Source: an optimization exercise on an open RTL-to-GDS flow (aim: small area, a short achievable clock period and few clock cycles per item). Production flows keep margins and buffers that such runs may drop.
No activity file was given, so power comes from the tool's default toggle rates.

==> inputs of v29 <==
Design tdm_slot_timer_unit, start of the top module:
module tdm_slot_timer_unit (
   input  logic        clock,
   input  logic        reset,
   input  logic        req_valid,
   output logic        req_ready,
   input  logic [47:0] req_now_time,
   output logic        rsp_valid,
   input  logic        rsp_ready,
   output logic [1:0]  rsp_current_slot,
   output logic        rsp_is_own,
   output logic [48:0] rsp_next_own_start,
   output logic [32:0] rsp_wait_time,
   output logic        rsp_error,
   input  logic        csr_we,
   input  logic [2:0]  csr_index,
   input  logic [15:0] csr_wdata
);
make LEC_CHECK=0 CAP_MARGIN=20 CORE_MARGIN=2 CORE_UTILIZATION=40 SETUP_SLACK_MARGIN=5 SLEW_MARGIN=20 finish   # period 10.0 ns
run.sh (not shown) runs the stock make flow with config.mk's settings and CLKGATE_MAP_FILE= SYNTH_SCRIPT=/design/flow/synth_recipe.tcl, a recipe that flattens the netlist after the stock synthesis.
==> v8: changes against v29 <==
==> flow/design.v (replaced) <==
module tdm_slot_timer_unit (
   input  logic        clock,
   input  logic        reset,
   input  logic        req_valid,
   output logic        req_ready,
   input  logic [47:0] req_now_time,
   output logic        rsp_valid,
   input  logic        rsp_ready,
   output logic [1:0]  rsp_current_slot,
   output logic        rsp_is_own,
   output logic [48:0] rsp_next_own_start,
   output logic [32:0] rsp_wait_time,
   output logic        rsp_error,
   input  logic        csr_we,
   input  logic [2:0]  csr_index,
   input  logic [15:0] csr_wdata
);
   logic [15:0] end0, end1, end2, end3;
   logic [1:0]  cm1;
   logic [1:0]  own;
   always_ff @(posedge clock) begin
      if (reset) begin
         end0 <= 16'd1;
         end1 <= 16'd2;
         end2 <= 16'd3;
         end3 <= 16'd4;
         cm1  <= 2'd3;
         own  <= 2'd0;
      end else if (csr_we) begin
         if (csr_index == 3'd0) end0 <= csr_wdata;
         if (csr_index == 3'd1) end1 <= csr_wdata;
         if (csr_index == 3'd2) end2 <= csr_wdata;
         if (csr_index == 3'd3) end3 <= csr_wdata;
         if (csr_index == 3'd4) cm1 <= (csr_wdata[2:0] == 3'd0) ? 2'd0 :
                                       csr_wdata[2] ? 2'd3 : 2'(csr_wdata[1:0] - 2'd1);
         if (csr_index == 3'd5) own <= csr_wdata[1:0];
      end
   end
   logic [15:0] cyc;       
   logic        cz;        
   logic [15:0] ooff;      
   logic [16:0] c1;        
   logic        err;       
   logic [17:0] c3;        
   logic [15:1] hz;        
   logic [17:1] hz3;       
   logic [15:0] cyc_d, ooff_d;
   logic [17:0] c3_d;
   always_comb begin
      case (cm1)
         2'd0: cyc_d = end0;
         2'd1: cyc_d = end1;
         2'd2: cyc_d = end2;
         default: cyc_d = end3;
      endcase
      case (own)
         2'd0: ooff_d = 16'd0;
         2'd1: ooff_d = end0;
         2'd2: ooff_d = end1;
         default: ooff_d = end2;
      endcase
   end
   assign c3_d = {2'b0, cyc_d} + {1'b0, cyc_d, 1'b0};
   always_ff @(posedge clock) begin
      cyc  <= cyc_d;
      cz   <= cyc_d == 16'd0;
      ooff <= ooff_d;
      c1   <= {1'b0, cyc_d} + {1'b0, ooff_d};
      err  <= own > cm1;
      c3   <= c3_d;
   end
   always_comb begin
      hz[15] = ~cyc[15];
      for (int k = 14; k >= 1; k--) hz[k] = hz[k+1] & ~cyc[k];
      hz3[17] = ~c3[17];
      for (int k = 16; k >= 1; k--) hz3[k] = hz3[k+1] & ~c3[k];
   end
   logic        v0;
   logic [47:0] n0;
   logic [1:0] r0;
   logic        v1;
   logic [47:0] n1;
   logic [5:0] r1;
   logic        v2;
   logic [47:0] n2;
   logic [7:0] r2;
   logic        v3;
   logic [47:0] n3;
   logic [9:0] r3;
   logic        v4;
   logic [47:0] n4;
   logic [11:0] r4;
   logic        v5;
   logic [47:0] n5;
   logic [13:0] r5;
   logic        v6;
   logic [47:0] n6;
   logic [15:0] r6;
   logic        v7;
   logic [47:0] n7;
   logic [15:0] r7;
   logic        v8;
   logic [47:0] n8;
   logic [15:0] r8;
   logic        v9;
   logic [47:0] n9;
   logic [15:0] r9;
   logic        v10;
   logic [47:0] n10;
   logic [15:0] r10;
   logic        v11;
   logic [47:0] n11;
   logic [15:0] r11;
   logic        v12;
   logic [47:0] n12;
   logic [15:0] r12;
   logic        v13;
   logic [47:0] n13;
   logic [15:0] r13;
   logic        v14;
   logic [47:0] n14;
   logic [15:0] r14;
   logic        v15;
   logic [47:0] n15;
   logic         hwait;     
   logic [3:0]   hcnt;      
   logic         rdy;
   logic         out_v, skid_v;
   logic         head, leave, again, take, out_free;
   assign head     = hwait ? (hcnt == 4'd0) : v15;
   assign out_free = ~out_v | rsp_ready;
   assign leave    = head & ~skid_v;
   assign again    = v15 & ~leave;
   assign take     = req_valid & rdy;
   assign req_ready = rdy;
   wire [17:0] m1 = {2'b0, cyc};
   wire [17:0] m2 = {1'b0, cyc, 1'b0};
   wire [17:0] m3 = c3;
   wire [47:0] nin = again ? n15 : req_now_time;
   logic [1:0] tr0;
   assign tr0 = {nin[47], nin[46]};
   logic [2:0] d0_1;
   assign d0_1 = {1'b0, tr0} - {1'b0, m1[1:0]};
   wire ge0_1 = ~d0_1[2] & hz[2];
   logic [2:0] d0_2;
   assign d0_2 = {1'b0, tr0} - {1'b0, m2[1:0]};
   wire ge0_2 = ~d0_2[2] & hz[1];
   logic [2:0] d0_3;
   assign d0_3 = {1'b0, tr0} - {1'b0, m3[1:0]};
   wire ge0_3 = ~d0_3[2] & hz3[2];
   logic [1:0] q0;
   assign q0 = ge0_3 ? d0_3[1:0] : ge0_2 ? d0_2[1:0] : ge0_1 ? d0_1[1:0] : tr0[1:0];
   wire [1:0] rn0 = q0;
   logic [3:0] tr2;
   assign tr2 = {r0, n0[45], n0[44]};
   logic [4:0] d2_1;
   assign d2_1 = {1'b0, tr2} - {1'b0, m1[3:0]};
   wire ge2_1 = ~d2_1[4] & hz[4];
   logic [4:0] d2_2;
   assign d2_2 = {1'b0, tr2} - {1'b0, m2[3:0]};
   wire ge2_2 = ~d2_2[4] & hz[3];
   logic [4:0] d2_3;
   assign d2_3 = {1'b0, tr2} - {1'b0, m3[3:0]};
   wire ge2_3 = ~d2_3[4] & hz3[4];
   logic [3:0] q2;
   assign q2 = ge2_3 ? d2_3[3:0] : ge2_2 ? d2_2[3:0] : ge2_1 ? d2_1[3:0] : tr2[3:0];
   logic [5:0] tr4;
   assign tr4 = {q2, n0[43], n0[42]};
   logic [6:0] d4_1;
   assign d4_1 = {1'b0, tr4} - {1'b0, m1[5:0]};
   wire ge4_1 = ~d4_1[6] & hz[6];
   logic [6:0] d4_2;
   assign d4_2 = {1'b0, tr4} - {1'b0, m2[5:0]};
   wire ge4_2 = ~d4_2[6] & hz[5];
   logic [6:0] d4_3;
   assign d4_3 = {1'b0, tr4} - {1'b0, m3[5:0]};
   wire ge4_3 = ~d4_3[6] & hz3[6];
   logic [5:0] q4;
   assign q4 = ge4_3 ? d4_3[5:0] : ge4_2 ? d4_2[5:0] : ge4_1 ? d4_1[5:0] : tr4[5:0];
   wire [5:0] rn1 = q4;
   logic [7:0] tr6;
   assign tr6 = {r1, n1[41], n1[40]};
   logic [8:0] d6_1;
   assign d6_1 = {1'b0, tr6} - {1'b0, m1[7:0]};
   wire ge6_1 = ~d6_1[8] & hz[8];
   logic [8:0] d6_2;
   assign d6_2 = {1'b0, tr6} - {1'b0, m2[7:0]};
   wire ge6_2 = ~d6_2[8] & hz[7];
   logic [8:0] d6_3;
   assign d6_3 = {1'b0, tr6} - {1'b0, m3[7:0]};
   wire ge6_3 = ~d6_3[8] & hz3[8];
   logic [7:0] q6;
   assign q6 = ge6_3 ? d6_3[7:0] : ge6_2 ? d6_2[7:0] : ge6_1 ? d6_1[7:0] : tr6[7:0];
   wire [7:0] rn2 = q6;
   logic [9:0] tr8;
   assign tr8 = {r2, n2[39], n2[38]};
   logic [10:0] d8_1;
   assign d8_1 = {1'b0, tr8} - {1'b0, m1[9:0]};
   wire ge8_1 = ~d8_1[10] & hz[10];
   logic [10:0] d8_2;
   assign d8_2 = {1'b0, tr8} - {1'b0, m2[9:0]};
   wire ge8_2 = ~d8_2[10] & hz[9];
   logic [10:0] d8_3;
   assign d8_3 = {1'b0, tr8} - {1'b0, m3[9:0]};
   wire ge8_3 = ~d8_3[10] & hz3[10];
   logic [9:0] q8;
   assign q8 = ge8_3 ? d8_3[9:0] : ge8_2 ? d8_2[9:0] : ge8_1 ? d8_1[9:0] : tr8[9:0];
   wire [9:0] rn3 = q8;
   logic [11:0] tr10;
   assign tr10 = {r3, n3[37], n3[36]};
   logic [12:0] d10_1;
   assign d10_1 = {1'b0, tr10} - {1'b0, m1[11:0]};
   wire ge10_1 = ~d10_1[12] & hz[12];
   logic [12:0] d10_2;
   assign d10_2 = {1'b0, tr10} - {1'b0, m2[11:0]};
   wire ge10_2 = ~d10_2[12] & hz[11];
   logic [12:0] d10_3;
   assign d10_3 = {1'b0, tr10} - {1'b0, m3[11:0]};
   wire ge10_3 = ~d10_3[12] & hz3[12];
   logic [11:0] q10;
   assign q10 = ge10_3 ? d10_3[11:0] : ge10_2 ? d10_2[11:0] : ge10_1 ? d10_1[11:0] : tr10[11:0];
   wire [11:0] rn4 = q10;
   logic [13:0] tr12;
   assign tr12 = {r4, n4[35], n4[34]};
   logic [14:0] d12_1;
   assign d12_1 = {1'b0, tr12} - {1'b0, m1[13:0]};
   wire ge12_1 = ~d12_1[14] & hz[14];
   logic [14:0] d12_2;
   assign d12_2 = {1'b0, tr12} - {1'b0, m2[13:0]};
   wire ge12_2 = ~d12_2[14] & hz[13];
   logic [14:0] d12_3;
   assign d12_3 = {1'b0, tr12} - {1'b0, m3[13:0]};
   wire ge12_3 = ~d12_3[14] & hz3[14];
   logic [13:0] q12;
   assign q12 = ge12_3 ? d12_3[13:0] : ge12_2 ? d12_2[13:0] : ge12_1 ? d12_1[13:0] : tr12[13:0];
   wire [13:0] rn5 = q12;
   logic [15:0] tr14;
   assign tr14 = {r5, n5[33], n5[32]};
   logic [16:0] d14_1;
   assign d14_1 = {1'b0, tr14} - {1'b0, m1[15:0]};
   wire ge14_1 = ~d14_1[16];
   logic [16:0] d14_2;
   assign d14_2 = {1'b0, tr14} - {1'b0, m2[15:0]};
   wire ge14_2 = ~d14_2[16] & hz[15];
   logic [16:0] d14_3;
   assign d14_3 = {1'b0, tr14} - {1'b0, m3[15:0]};
   wire ge14_3 = ~d14_3[16] & hz3[16];
   logic [15:0] q14;
   assign q14 = ge14_3 ? d14_3[15:0] : ge14_2 ? d14_2[15:0] : ge14_1 ? d14_1[15:0] : tr14[15:0];
   wire [15:0] rn6 = q14;
   logic [17:0] tr16;
   assign tr16 = {r6, n6[31], n6[30]};
   logic [18:0] d16_1;
   assign d16_1 = {1'b0, tr16} - {1'b0, m1[17:0]};
   wire ge16_1 = ~d16_1[18];
   logic [18:0] d16_2;
   assign d16_2 = {1'b0, tr16} - {1'b0, m2[17:0]};
   wire ge16_2 = ~d16_2[18];
   logic [18:0] d16_3;
   assign d16_3 = {1'b0, tr16} - {1'b0, m3[17:0]};
   wire ge16_3 = ~d16_3[18];
   logic [15:0] q16;
   assign q16 = ge16_3 ? d16_3[15:0] : ge16_2 ? d16_2[15:0] : ge16_1 ? d16_1[15:0] : tr16[15:0];
   wire [15:0] rn7 = q16;
   logic [17:0] tr18;
   assign tr18 = {r7, n7[29], n7[28]};
   logic [18:0] d18_1;
   assign d18_1 = {1'b0, tr18} - {1'b0, m1[17:0]};
   wire ge18_1 = ~d18_1[18];
   logic [18:0] d18_2;
   assign d18_2 = {1'b0, tr18} - {1'b0, m2[17:0]};
   wire ge18_2 = ~d18_2[18];
   logic [18:0] d18_3;
   assign d18_3 = {1'b0, tr18} - {1'b0, m3[17:0]};
   wire ge18_3 = ~d18_3[18];
   logic [15:0] q18;
   assign q18 = ge18_3 ? d18_3[15:0] : ge18_2 ? d18_2[15:0] : ge18_1 ? d18_1[15:0] : tr18[15:0];
   wire [15:0] rn8 = q18;
   logic [17:0] tr20;
   assign tr20 = {r8, n8[27], n8[26]};
   logic [18:0] d20_1;
   assign d20_1 = {1'b0, tr20} - {1'b0, m1[17:0]};
   wire ge20_1 = ~d20_1[18];
   logic [18:0] d20_2;
   assign d20_2 = {1'b0, tr20} - {1'b0, m2[17:0]};
   wire ge20_2 = ~d20_2[18];
   logic [18:0] d20_3;
   assign d20_3 = {1'b0, tr20} - {1'b0, m3[17:0]};
   wire ge20_3 = ~d20_3[18];
   logic [15:0] q20;
   assign q20 = ge20_3 ? d20_3[15:0] : ge20_2 ? d20_2[15:0] : ge20_1 ? d20_1[15:0] : tr20[15:0];
   wire [15:0] rn9 = q20;
   logic [17:0] tr22;
   assign tr22 = {r9, n9[25], n9[24]};
   logic [18:0] d22_1;
   assign d22_1 = {1'b0, tr22} - {1'b0, m1[17:0]};
   wire ge22_1 = ~d22_1[18];
   logic [18:0] d22_2;
   assign d22_2 = {1'b0, tr22} - {1'b0, m2[17:0]};
   wire ge22_2 = ~d22_2[18];
   logic [18:0] d22_3;
   assign d22_3 = {1'b0, tr22} - {1'b0, m3[17:0]};
   wire ge22_3 = ~d22_3[18];
   logic [15:0] q22;
   assign q22 = ge22_3 ? d22_3[15:0] : ge22_2 ? d22_2[15:0] : ge22_1 ? d22_1[15:0] : tr22[15:0];
   wire [15:0] rn10 = q22;
   logic [17:0] tr24;
   assign tr24 = {r10, n10[23], n10[22]};
   logic [18:0] d24_1;
   assign d24_1 = {1'b0, tr24} - {1'b0, m1[17:0]};
   wire ge24_1 = ~d24_1[18];
   logic [18:0] d24_2;
   assign d24_2 = {1'b0, tr24} - {1'b0, m2[17:0]};
   wire ge24_2 = ~d24_2[18];
   logic [18:0] d24_3;
   assign d24_3 = {1'b0, tr24} - {1'b0, m3[17:0]};
   wire ge24_3 = ~d24_3[18];
   logic [15:0] q24;
   assign q24 = ge24_3 ? d24_3[15:0] : ge24_2 ? d24_2[15:0] : ge24_1 ? d24_1[15:0] : tr24[15:0];
   wire [15:0] rn11 = q24;
   logic [17:0] tr26;
   assign tr26 = {r11, n11[21], n11[20]};
   logic [18:0] d26_1;
   assign d26_1 = {1'b0, tr26} - {1'b0, m1[17:0]};
   wire ge26_1 = ~d26_1[18];
   logic [18:0] d26_2;
   assign d26_2 = {1'b0, tr26} - {1'b0, m2[17:0]};
   wire ge26_2 = ~d26_2[18];
   logic [18:0] d26_3;
   assign d26_3 = {1'b0, tr26} - {1'b0, m3[17:0]};
   wire ge26_3 = ~d26_3[18];
   logic [15:0] q26;
   assign q26 = ge26_3 ? d26_3[15:0] : ge26_2 ? d26_2[15:0] : ge26_1 ? d26_1[15:0] : tr26[15:0];
   wire [15:0] rn12 = q26;
   logic [17:0] tr28;
   assign tr28 = {r12, n12[19], n12[18]};
   logic [18:0] d28_1;
   assign d28_1 = {1'b0, tr28} - {1'b0, m1[17:0]};
   wire ge28_1 = ~d28_1[18];
   logic [18:0] d28_2;
   assign d28_2 = {1'b0, tr28} - {1'b0, m2[17:0]};
   wire ge28_2 = ~d28_2[18];
   logic [18:0] d28_3;
   assign d28_3 = {1'b0, tr28} - {1'b0, m3[17:0]};
   wire ge28_3 = ~d28_3[18];
   logic [15:0] q28;
   assign q28 = ge28_3 ? d28_3[15:0] : ge28_2 ? d28_2[15:0] : ge28_1 ? d28_1[15:0] : tr28[15:0];
   wire [15:0] rn13 = q28;
   logic [17:0] tr30;
   assign tr30 = {r13, n13[17], n13[16]};
   logic [18:0] d30_1;
   assign d30_1 = {1'b0, tr30} - {1'b0, m1[17:0]};
   wire ge30_1 = ~d30_1[18];
   logic [18:0] d30_2;
   assign d30_2 = {1'b0, tr30} - {1'b0, m2[17:0]};
   wire ge30_2 = ~d30_2[18];
   logic [18:0] d30_3;
   assign d30_3 = {1'b0, tr30} - {1'b0, m3[17:0]};
   wire ge30_3 = ~d30_3[18];
   logic [15:0] q30;
   assign q30 = ge30_3 ? d30_3[15:0] : ge30_2 ? d30_2[15:0] : ge30_1 ? d30_1[15:0] : tr30[15:0];
   wire [15:0] rn14 = q30;
   logic [15:0] pr;
   logic        phi;
   logic        g0, g1, g2, g3;
   logic [1:0]  pcur;
   logic        plap, pown, pfz;
   logic [17:0] pda, pdb, pd;
   assign pr  = cz ? n14[31:16] : r14;
   assign phi = ~cz | (n14[47:32] == 16'd0);
   assign g0 = phi & (end0 > pr);
   assign g1 = phi & (end1 > pr) & (cm1 >= 2'd1);
   assign g2 = phi & (end2 > pr) & (cm1 >= 2'd2);
   assign g3 = phi & (end3 > pr) & (cm1 == 2'd3);
   assign pcur = g0 ? 2'd0 : g1 ? 2'd1 : g2 ? 2'd2 : g3 ? 2'd3 : cm1;
   assign plap = pcur >= own;
   assign pown = (pcur == own) & ~err;
   assign pfz  = n14[15:0] == 16'd0;
   assign pda  = {2'b0, ooff} + {2'b11, ~pr} + {17'd0, pfz};
   assign pdb  = {1'b0, c1} + {2'b11, ~pr} + {17'd0, pfz};
   assign pd   = plap ? pdb : pda;
   logic [1:0]  sc;
   logic        so, sz, sf;
   logic [17:0] sd;
   logic [32:0] pstart;
   logic [32:0] pwait;
   logic [15:0] pnf;
   logic [68:0] res;
   assign pstart = err ? 33'd0 : cz ? {17'd0, ooff} :
                   {1'b0, n15[47:16]} + {{15{sd[17]}}, sd} + {32'd0, ~sf};
   assign pnf    = 16'd0 - n15[15:0];
   assign pwait  = (sz | sd[17]) ? 33'd0 : {sd[16:0], pnf};
   assign res    = {sc, so, pstart, pwait};
   logic         hwait_n;
   logic [3:0]   hcnt_n;
   logic         skid_n;
   always_comb begin
      hwait_n = hwait;
      hcnt_n  = hcnt - 4'd1;
      if (head) begin
         hwait_n = ~leave;
         hcnt_n  = 4'd15;
      end
      skid_n = skid_v ? ~out_free : (leave & ~out_free);
   end
   logic [68:0] out_q;
   logic [68:0] skid_q;
   always_ff @(posedge clock) begin
      if (reset) begin
         v0 <= 1'b0;
         v1 <= 1'b0;
         v2 <= 1'b0;
         v3 <= 1'b0;
         v4 <= 1'b0;
         v5 <= 1'b0;
         v6 <= 1'b0;
         v7 <= 1'b0;
         v8 <= 1'b0;
         v9 <= 1'b0;
         v10 <= 1'b0;
         v11 <= 1'b0;
         v12 <= 1'b0;
         v13 <= 1'b0;
         v14 <= 1'b0;
         v15 <= 1'b0;
         hwait  <= 1'b0;
         hcnt   <= '0;
         out_v  <= 1'b0;
         rdy    <= 1'b1;
         skid_v <= 1'b0;
      end else begin
         v0 <= again | take;
         v1 <= v0;
         v2 <= v1;
         v3 <= v2;
         v4 <= v3;
         v5 <= v4;
         v6 <= v5;
         v7 <= v6;
         v8 <= v7;
         v9 <= v8;
         v10 <= v9;
         v11 <= v10;
         v12 <= v11;
         v13 <= v12;
         v14 <= v13;
         v15 <= v14;
         hwait <= hwait_n;
         hcnt  <= hcnt_n;
         rdy    <= ~hwait_n & ~(v14 & skid_n);
         skid_v <= skid_n;
         if (out_free) out_v <= skid_v | leave;
      end
   end
   always_ff @(posedge clock) begin
      n0 <= nin;
      r0 <= rn0;
      n1 <= n0;
      r1 <= rn1;
      n2 <= n1;
      r2 <= rn2;
      n3 <= n2;
      r3 <= rn3;
      n4 <= n3;
      r4 <= rn4;
      n5 <= n4;
      r5 <= rn5;
      n6 <= n5;
      r6 <= rn6;
      n7 <= n6;
      r7 <= rn7;
      n8 <= n7;
      r8 <= rn8;
      n9 <= n8;
      r9 <= rn9;
      n10 <= n9;
      r10 <= rn10;
      n11 <= n10;
      r11 <= rn11;
      n12 <= n11;
      r12 <= rn12;
      n13 <= n12;
      r13 <= rn13;
      n14 <= n13;
      r14 <= rn14;
      n15 <= n14;
      sc <= pcur;
      so <= pown;
      sz <= ~phi | err;
      sf <= pfz;
      sd <= pd;
   end
   always_ff @(posedge clock) begin
      if (~skid_v & leave & ~out_free) skid_q <= res;
      if (out_free) out_q <= skid_v ? skid_q : res;
   end
   assign rsp_valid          = out_v;
   assign rsp_current_slot   = out_q[68:67];
   assign rsp_is_own         = out_q[66];
   assign rsp_next_own_start = {out_q[65:33], 16'd0};
   assign rsp_wait_time      = out_q[32:0];
   assign rsp_error          = err;
endmodule
==> flow/flow/run.sh (new file) <==
#!/bin/bash
# Standard layout, with the repair steps aiming at a larger setup margin.
set -euo pipefail
bash standard.sh SETUP_SLACK_MARGIN=6.5 finish > standard.log 2>&1
==> flow/standard.sh (new file) <==
#!/bin/bash
# synth_recipe.tcl (not shown) runs the flow's synth.tcl, then flattens the netlist and writes it again
# the make line also repeats each setting of config.mk as NAME=value (left out here)
make -C /OpenROAD-flow-scripts/flow DESIGN_CONFIG=/design/flow/config.mk WORK_HOME=/design/flow/orfs CLKGATE_MAP_FILE= SYNTH_SCRIPT=/design/flow/synth_recipe.tcl "${@:-finish}"
==> flow/config.mk (replaced) <==
export PLATFORM = sky130hd
export DESIGN_NAME = tdm_slot_timer_unit
export DESIGN_NICKNAME = tdm_slot_timer_unit
export VERILOG_FILES = /design/flow/design.v
export SDC_FILE = /design/flow/constraint.sdc
export NUM_CORES = 4
export LEC_CHECK = 0
export CAP_MARGIN = 20
export CORE_MARGIN = 2
export CORE_UTILIZATION = 40
export SLEW_MARGIN = 20
removed: flow/run.sh
==> flow_summary_export.csv <==
group,metric,value,unit
detailed_routing,routed.top_layer,"met4",
die,n_tap_cell,2204,
sta,slew_headroom,20.3,%
power,p_seq,7.02,mW
clock_tree,cts.clk_slew.worst_paths,0.06,ns
finish,seq_cells,1285,
critical_path,r2r_slack,6.08,ns
logic_synthesis,synth-compound-area-share,18.3,%
power,powerClk,5.25,mW
logic_synthesis,synth_area_leaders,"dfxtp_1 34%, ha_1 14%, edfxtp_1 6.1%, a21oi_1 3.8%, xnor2_1 3.7%",
logic_synthesis,yosys.area_share.adder,15.4,%
status,status,"complete, no violations",
sta,whs,0.284,ns
detailed_routing,wl_met3,9570,um
finish,final_cell_mix,"1,129 x dfxtp_1, 715 x ha_1, 505 x nand2_1, 473 x a21oi_1, 450 x nor2_1",
(the above is from v8)
==> flow_summary_export.csv <==
group,metric,value,unit
logic_synthesis,yosys.area_share.adder,14.8,%
detailed_routing,wl_met3,9770,um
sta,slew_headroom,17.7,%
status,status,"complete, no violations",
clock_tree,cts.clk_slew.worst_paths,0.07,ns
finish,final_cell_mix,"1,307 x dfxtp_1, 757 x ha_1, 491 x nand2_1, 475 x a21oi_1, 458 x nor2_1",
logic_synthesis,synth-compound-area-share,16.4,%
finish,seq_cells,1450,
power,powerClk,5.62,mW
die,n_tap_cell,2340,
power,p_seq,7.82,mW
(the above is from v29)
No run of this note included a check of the RTL's function; only the layout flow was run.

## port drivers added, routing unchanged
In the flow no input, the clock included, has a driving cell. The finished layouts below were timed again as built, in two steps.
Step 1, drivers: a clkbuf_16 drives clock and a buf_2 each remaining input, both assumed.
Step 2 adds t to the input delays and takes it off the output delays; t is the mean of the earliest and latest rising clock arrival at the registers after step 1. Input paths then give back, and output paths get back, about the clock's delay inside the block.
Slacks: ideal / step 1 / step 2; pairs: ideal / step 1.
run	shift t [ns]	setup slack, ns	worst setup path after step 2	worst slew at a driven data input, ns
v29	0.869	5.383 / 5.383 / 5.383	register to register	0.13
v8	0.857	6.075 / 6.075 / 5.937	input to register	0.13
After both steps every run listed still meets setup and hold. For v8, which loses most, drivers alone change the setup slack by 0.000 ns; drivers and shift together by -0.138 ns.
